Background: an optimization exercise with open tools, aiming at small area and a short achievable clock period. Do not read the settings as production practice.
Only simulation tests tie the RTL to the original design; equivalence was not proved.
The flow treats the clock pin as an ideal source. Dropping or thinning the clock tree relies on that and would not hold on a real chip.
Power figures rest on the tool's default switching activity, not on a simulated workload.

Setup of job 6690:
==> flow/design.v (excerpt) <==
module mmio_top #(
    parameter logic [31:0] MMIO_BASE   = 32'h7000_0000,
    parameter int          CAM_CREDITS = 2,
    parameter int          CMD_DEPTH   = 4
) (
    input  logic        fclk,
    input  logic        rst_n,
    input  logic [31:0] araddr,
    input  logic        arvalid,
    output logic        arready,
    output logic [31:0] rdata,
    output logic [1:0]  rresp,
    output logic        rvalid,
    input  logic        rready,
    input  logic [31:0] awaddr,
    input  logic        awvalid,
    output logic        awready,
    input  logic [31:0] wdata,
    input  logic [3:0]  wstrb,
    input  logic        wvalid,
    output logic        wready,
    output logic [1:0]  bresp,
    output logic        bvalid,
    input  logic        bready,
    output logic [31:0] frame_bytes0,
    output logic [31:0] frame_bytes1,
    output logic [31:0] frame_bytes2,
    output logic [31:0] tribuf_addr0,
    output logic [31:0] tribuf_addr1,
    output logic [31:0] tribuf_addr2,
    output logic [31:0] mmio_cmd,
    output logic        mmio_cmd_valid,
    output logic [31:0] cam0_cmd,
    output logic        cam0_cmd_valid,
    input  logic [17:0] cam0_resp,
    input  logic        cam0_resp_valid,
    output logic [31:0] cam1_cmd,
    output logic        cam1_cmd_valid,
    input  logic [17:0] cam1_resp,
    input  logic        cam1_resp_valid,
    output logic        irq
);
clock: 3.5 ns
lec_check: 0
cap_margin: 20
core_margin: 2
core_utilization: 65
place_density: 0.72
setup_slack_margin: 1.7
slew_margin: 20
standard.sh (not shown) runs the stock make flow with config.mk's settings and CLKGATE_MAP_FILE= SYNTH_SCRIPT=/design/flow/synth_recipe.tcl, a recipe that flattens the netlist after the stock synthesis.
==> flow/flow/run.sh <==
#!/bin/bash
# Own flow: the standard layout (standard.sh), with a few ORFS variables changed after
# synthesis (see env.sh). Synthesis runs first with no change, exactly as the standard flow.
# Each tool's output goes to a log file in this folder.
set -euo pipefail
bash standard.sh synth > synth.log 2>&1
source flow/env.sh
bash standard.sh > layout.log 2>&1
Other scripts of this flow, unchanged in this note and not shown: flow/flow/cts_tree.tcl, flow/flow/env.sh
What job 7739 does differently from job 6690 at the input level:
Settings: SETUP_SLACK_MARGIN now 1.8, was 1.7; PLACE_DENSITY no longer set, was 0.72.
[summary]
- Job 7739: flow complete, layout not clean; failing: antenna violations
- Delta(net count reported at finish, job 7739 - job 6690) > 0
- For job 7739, the capture point of the worst path was rdata[2], unlike job 6690, where it was frame_bytes2[10].
- Job 6690 → job 7739: arrival time of the worst setup path +0.96 ns, detailed-routed wire length on met3 now larger, total internal power +230 uW.
- Total detailed-routing wirelength ends up higher on job 7739.
- The wire length of the first global-routing pass in job 7739 sits 5.4% above the value recorded for job 6690.
- As far as setup total negative slack goes, job 6690 and job 7739 are indistinguishable; the numbers are identical.
- Critical path startpoint: araddr[4] -> job 7739, g_cfg[4].word[10] -> job 6690
Modified inputs, job 4621 compared to job 7739
Settings: SETUP_SLACK_MARGIN changed from 1.8 to 1.7; SLEW_MARGIN changed from 20 to 50; PLACE_DENSITY newly set to 0.72.
## What came out
The category of the most critical setup path comes out in -> reg in one run and reg -> out in the other, namely in job 7739 and job 4621 respectively.
Clock period minus final worst setup slack delta for job 4621 relative to job 7739: 0.092 ns lower
Job 4621 reached the end of the flow, and the finished layout is clean on the timing, design-rule and antenna checks.
Job 4621 reports a lower total power than job 7739 does.
Job 4621 vs job 7739, library cell contributing the largest single delay on the critical path: sky130_fd_sc_hd__edfxtp_1 vs sky130_fd_sc_hd__a222oi_1
Across both runs, number of non-filler instances in the completed layout was lower for job 4621 than for job 7739.
The wire length of the first global-routing pass reported for job 4621 is smaller than that of job 7739 by 5400 um.
Total routed wire length on the met1 layer: job 4621 < job 7739
Job 4621: post-synthesis to final-layout area growth 9.0 points below job 7739
As far as worst hold path depth goes, job 4621 and job 7739 are indistinguishable; the numbers are identical.
> inputs changed (job 4621 -> job 292)
Settings: SLEW_MARGIN changed from 50 to 70.
--- outcome ---
Summary — share of cells above drive strength 1, job 292 relative to job 4621: higher, by 2.2 points.
Job 292 has routed wire length below what job 4621 had.
Job 292 and job 4621 ended up with nearly the same die span in x.
The peak clock frequency supported by timing number comes out higher for job 292 vs job 4621.
Relative to job 4621, power density over the cells has decreased by about 0.55% in job 292.
Input-level comparison between job 3305 and job 292:
Settings: SLEW_MARGIN changed from 70 to 20; TNS_END_PERCENT newly set to 20.
## What came out
Job 292 vs job 3305, critical path capture point: frame_bytes2[10] vs g_cfg[0].word[7]
Job 3305: global-route usage higher than job 292
The worst-path maximum fanout of job 3305 exceeds that of job 292 by 41.
Job 3305 reports a higher post-route fraction of the period consumed by the critical path than job 292 does.
Of the two values seen for launch point of the critical path, g_cfg[4].word[10] was produced by job 292 and rst_n by job 3305.
| combinational logic power | job 3305 vs job 292 | 2.6% lower |
[inputs] job 6677 vs job 3305
Settings: SETUP_SLACK_MARGIN changed from 1.7 to 1.75; TNS_END_PERCENT removed (was 20).
Findings:
Comparing job 3305 and job 6677, the lower area growth from synthesis to final layout was measured on job 3305. The worst setup slack in job 6677 sits 0.0037 ns above the value recorded for job 3305. Comparing headroom to the max-slew limit for job 3305 and job 6677, the smaller number came from job 3305.
No run of this note takes its clock network from TritonCTS; it comes from the design's own scripts or RTL.

---

v2:
mmio_top, a different RTL version from the one above (not shown whole).
Size: roughly 1600 cells after synthesis.
Settings: LEC_CHECK=0, CAP_MARGIN=20, CORE_MARGIN=2, CORE_UTILIZATION=55, SETUP_SLACK_MARGIN=1.5, SLEW_MARGIN=20; clock period 3.5 ns.
run.sh (not shown) runs the stock make flow with config.mk's settings and CLKGATE_MAP_FILE= SYNTH_SCRIPT=/design/flow/synth_recipe.tcl, a recipe that flattens the netlist after the stock synthesis.
Stock flow here: none of the scripts above is used.
Input-level comparison between v31 and v2:
==> flow/flow/run.sh (new file) <==
#!/bin/bash
# Own flow: the standard layout (standard.sh) with two changes after synthesis:
#  - port buffers are plain sky130 buffers (buffer_ports -buffer_cell) instead of delay cells
#  - the delay cells are kept out of repair, so the resizer sizes port buffers among real buffers
# Synthesis runs first with no change, exactly as the standard flow.
set -euo pipefail
bash standard.sh synth > synth.log 2>&1
export BUFFER_PORTS_ARGS="-buffer_cell sky130_fd_sc_hd__buf_2"
export DONT_USE_CELLS="sky130_fd_sc_hd__clkdlybuf4s15_1 sky130_fd_sc_hd__clkdlybuf4s15_2 sky130_fd_sc_hd__clkdlybuf4s18_1 sky130_fd_sc_hd__clkdlybuf4s18_2 sky130_fd_sc_hd__clkdlybuf4s25_1 sky130_fd_sc_hd__clkdlybuf4s25_2 sky130_fd_sc_hd__clkdlybuf4s50_1 sky130_fd_sc_hd__clkdlybuf4s50_2 sky130_fd_sc_hd__dlygate4sd1_1 sky130_fd_sc_hd__dlygate4sd2_1 sky130_fd_sc_hd__dlygate4sd3_1 sky130_fd_sc_hd__dlymetal6s2s_1 sky130_fd_sc_hd__dlymetal6s4s_1 sky130_fd_sc_hd__dlymetal6s6s_1"
bash standard.sh > layout.log 2>&1
==> flow/standard.sh (new file) <==
#!/bin/bash
# synth_recipe.tcl (not shown) runs the flow's synth.tcl, then flattens the netlist and writes it again
# the make line also repeats each setting of config.mk as NAME=value (left out here)
make -C /OpenROAD-flow-scripts/flow DESIGN_CONFIG=/design/flow/config.mk WORK_HOME=/design/flow/orfs CLKGATE_MAP_FILE= SYNTH_SCRIPT=/design/flow/synth_recipe.tcl "${@:-finish}"
diff --git a/flow/config.mk b/flow/config.mk
--- a/flow/config.mk
+++ b/flow/config.mk
@@ -9,4 +9,6 @@
 export CORE_MARGIN = 2
 export CORE_UTILIZATION = 55
+export CTS_CLUSTER_DIAMETER = 60
+export CTS_CLUSTER_SIZE = 25
 export SETUP_SLACK_MARGIN = 1.5
 export SLEW_MARGIN = 20
removed: flow/run.sh
Notes after the runs:
- v31 has completed all stages; timing, DRC and antenna checks passed.
- Looking only at clock network power, and setting everything else aside, the lower value of v31 and v2 goes to v31.
- Compared with v2, v31 is the less power-hungry design.
- Looking at clock share of power, v31 sits 5.3 points lower than v2 does.
- Maximum fanout count along the critical path (lower): v2
- Looking at launching instance or port of the critical path, the g_cfg[1].word[16] result is from v2; the u_cam1.fill[0] one comes from v31.
- Total internal power went down by more than 10% going from v2 to v31.
- On v31: hold slack is 0.18 ns lower than what v2 gave.
- v31 ended with less wire length than v2.
- Reported for v31 and v2, die outline height turned out identical to the last digit.
- From v2 to v31 the numbers moved as follows: area added between synthesis and finish lower; cell area after technology mapping roughly the same.
## Diff of input files: v37 against v31
==> flow/flow/run.sh <==
#!/bin/bash
# Own flow: the standard layout (standard.sh), with a few ORFS variables changed after
# synthesis (see env.sh). Synthesis runs first with no change, exactly as the standard flow.
# Each tool's output goes to a log file in this folder.
set -euo pipefail
bash standard.sh synth > synth.log 2>&1
source flow/env.sh
bash standard.sh > layout.log 2>&1
==> flow/flow/env.sh (new file) <==
# Port buffers are plain buffers, not the delay cells buffer_ports would pick
export BUFFER_PORTS_ARGS="-buffer_cell sky130_fd_sc_hd__buf_1"
# Keep delay cells out of repair so port buffers are sized among real buffers
export DONT_USE_CELLS="sky130_fd_sc_hd__clkdlybuf4s15_1 sky130_fd_sc_hd__clkdlybuf4s15_2 sky130_fd_sc_hd__clkdlybuf4s18_1 sky130_fd_sc_hd__clkdlybuf4s18_2 sky130_fd_sc_hd__clkdlybuf4s25_1 sky130_fd_sc_hd__clkdlybuf4s25_2 sky130_fd_sc_hd__clkdlybuf4s50_1 sky130_fd_sc_hd__clkdlybuf4s50_2 sky130_fd_sc_hd__dlygate4sd1_1 sky130_fd_sc_hd__dlygate4sd2_1 sky130_fd_sc_hd__dlygate4sd3_1 sky130_fd_sc_hd__dlymetal6s2s_1 sky130_fd_sc_hd__dlymetal6s4s_1 sky130_fd_sc_hd__dlymetal6s6s_1"
# Clock tree without dummy loads
export CTS_ARGS="-sink_clustering_enable -repair_clock_nets -sink_clustering_size 25 -sink_clustering_max_diameter 60 -dont_use_dummy_load"
diff --git a/flow/config.mk b/flow/config.mk
--- a/flow/config.mk
+++ b/flow/config.mk
@@ -8,7 +8,5 @@
 export CAP_MARGIN = 20
 export CORE_MARGIN = 2
-export CORE_UTILIZATION = 55
-export CTS_CLUSTER_DIAMETER = 60
-export CTS_CLUSTER_SIZE = 25
+export CORE_UTILIZATION = 65
 export SETUP_SLACK_MARGIN = 1.5
 export SLEW_MARGIN = 20
==> summary.txt <==
- In the reports for v31 and v37, the smaller arrival time at the worst endpoint belongs to v37.
- | share of total power in combinational logic | v37 vs v31 | ≈ equal |
- Comparing v31 and v37, the lower total wirelength of the detailed-routed design is on v37.
- v37 reports a higher final net count than v31 does.
- Cmp v31 and v37 / cell area after placement / lower: v37
- Share of total power in the clock network: v37 < v31
- Relative to v31, the final cell area reported for v37 is lower.
The following lists how v8 was set up differently from v37:
diff --git a/flow/config.mk b/flow/config.mk
--- a/flow/config.mk
+++ b/flow/config.mk
@@ -9,4 +9,4 @@
 export CORE_MARGIN = 2
 export CORE_UTILIZATION = 65
-export SETUP_SLACK_MARGIN = 1.5
+export SETUP_SLACK_MARGIN = 1.75
 export SLEW_MARGIN = 20
### Flow results
Portion of total power attributed to sequential cells, v8 and v37: lower on v8
Compared with v37, non-clock buffer count in v8 increased by more than a quarter.
Total power: v8 and v37 compared, lower one is v37

[what the ideal ports hide]
How much do the figures lean on ideal ports? The routed layouts below were timed once more, with nothing changed but the port constraints. Step 1: set_driving_cell puts a clkbuf_16 on fclk and a buf_2 on each other input, an assumption about the parent block. Step 2 times the ports against the registers' clock, not the clock port: input delays grow and output delays shrink by t, the midpoint of the rising clock arrivals with the driver on. Slacks: no drivers / after step 1 / after step 2; pairs: no drivers / after step 1.
run	t, ns	setup WS [ns]	worst setup path at the end	slew at the worst register clock pin (ns)
job 6690	0.522	1.689 / 1.580 / 1.270	input to register	0.11 / 0.11
job 7739	0.519	1.593 / 1.553 / 1.140	input to register	0.11 / 0.11
job 4621	0.516	1.685 / 1.575 / 1.201	input to register	0.11 / 0.11
job 292	0.510	1.696 / 1.588 / 1.289	input to register	0.10 / 0.10
job 3305	0.506	1.589 / 1.568 / 1.150	input to register	0.10 / 0.10
job 6677	0.516	1.593 / 1.487 / 1.181	input to register	0.11 / 0.11
v2	0.691	1.426 / 1.365 / 0.810	input to register	0.07 / 0.07
v31	0.636	1.454 / 1.436 / 0.932	input to register	0.10 / 0.10
v37	0.585	1.499 / 1.476 / 0.962	input to register	0.09 / 0.09
v8	0.605	1.388 / 1.406 / 0.800	input to register	0.10 / 0.10
For v2, which loses most, drivers alone change the setup slack by -0.061 ns; drivers and shift together by -0.616 ns.
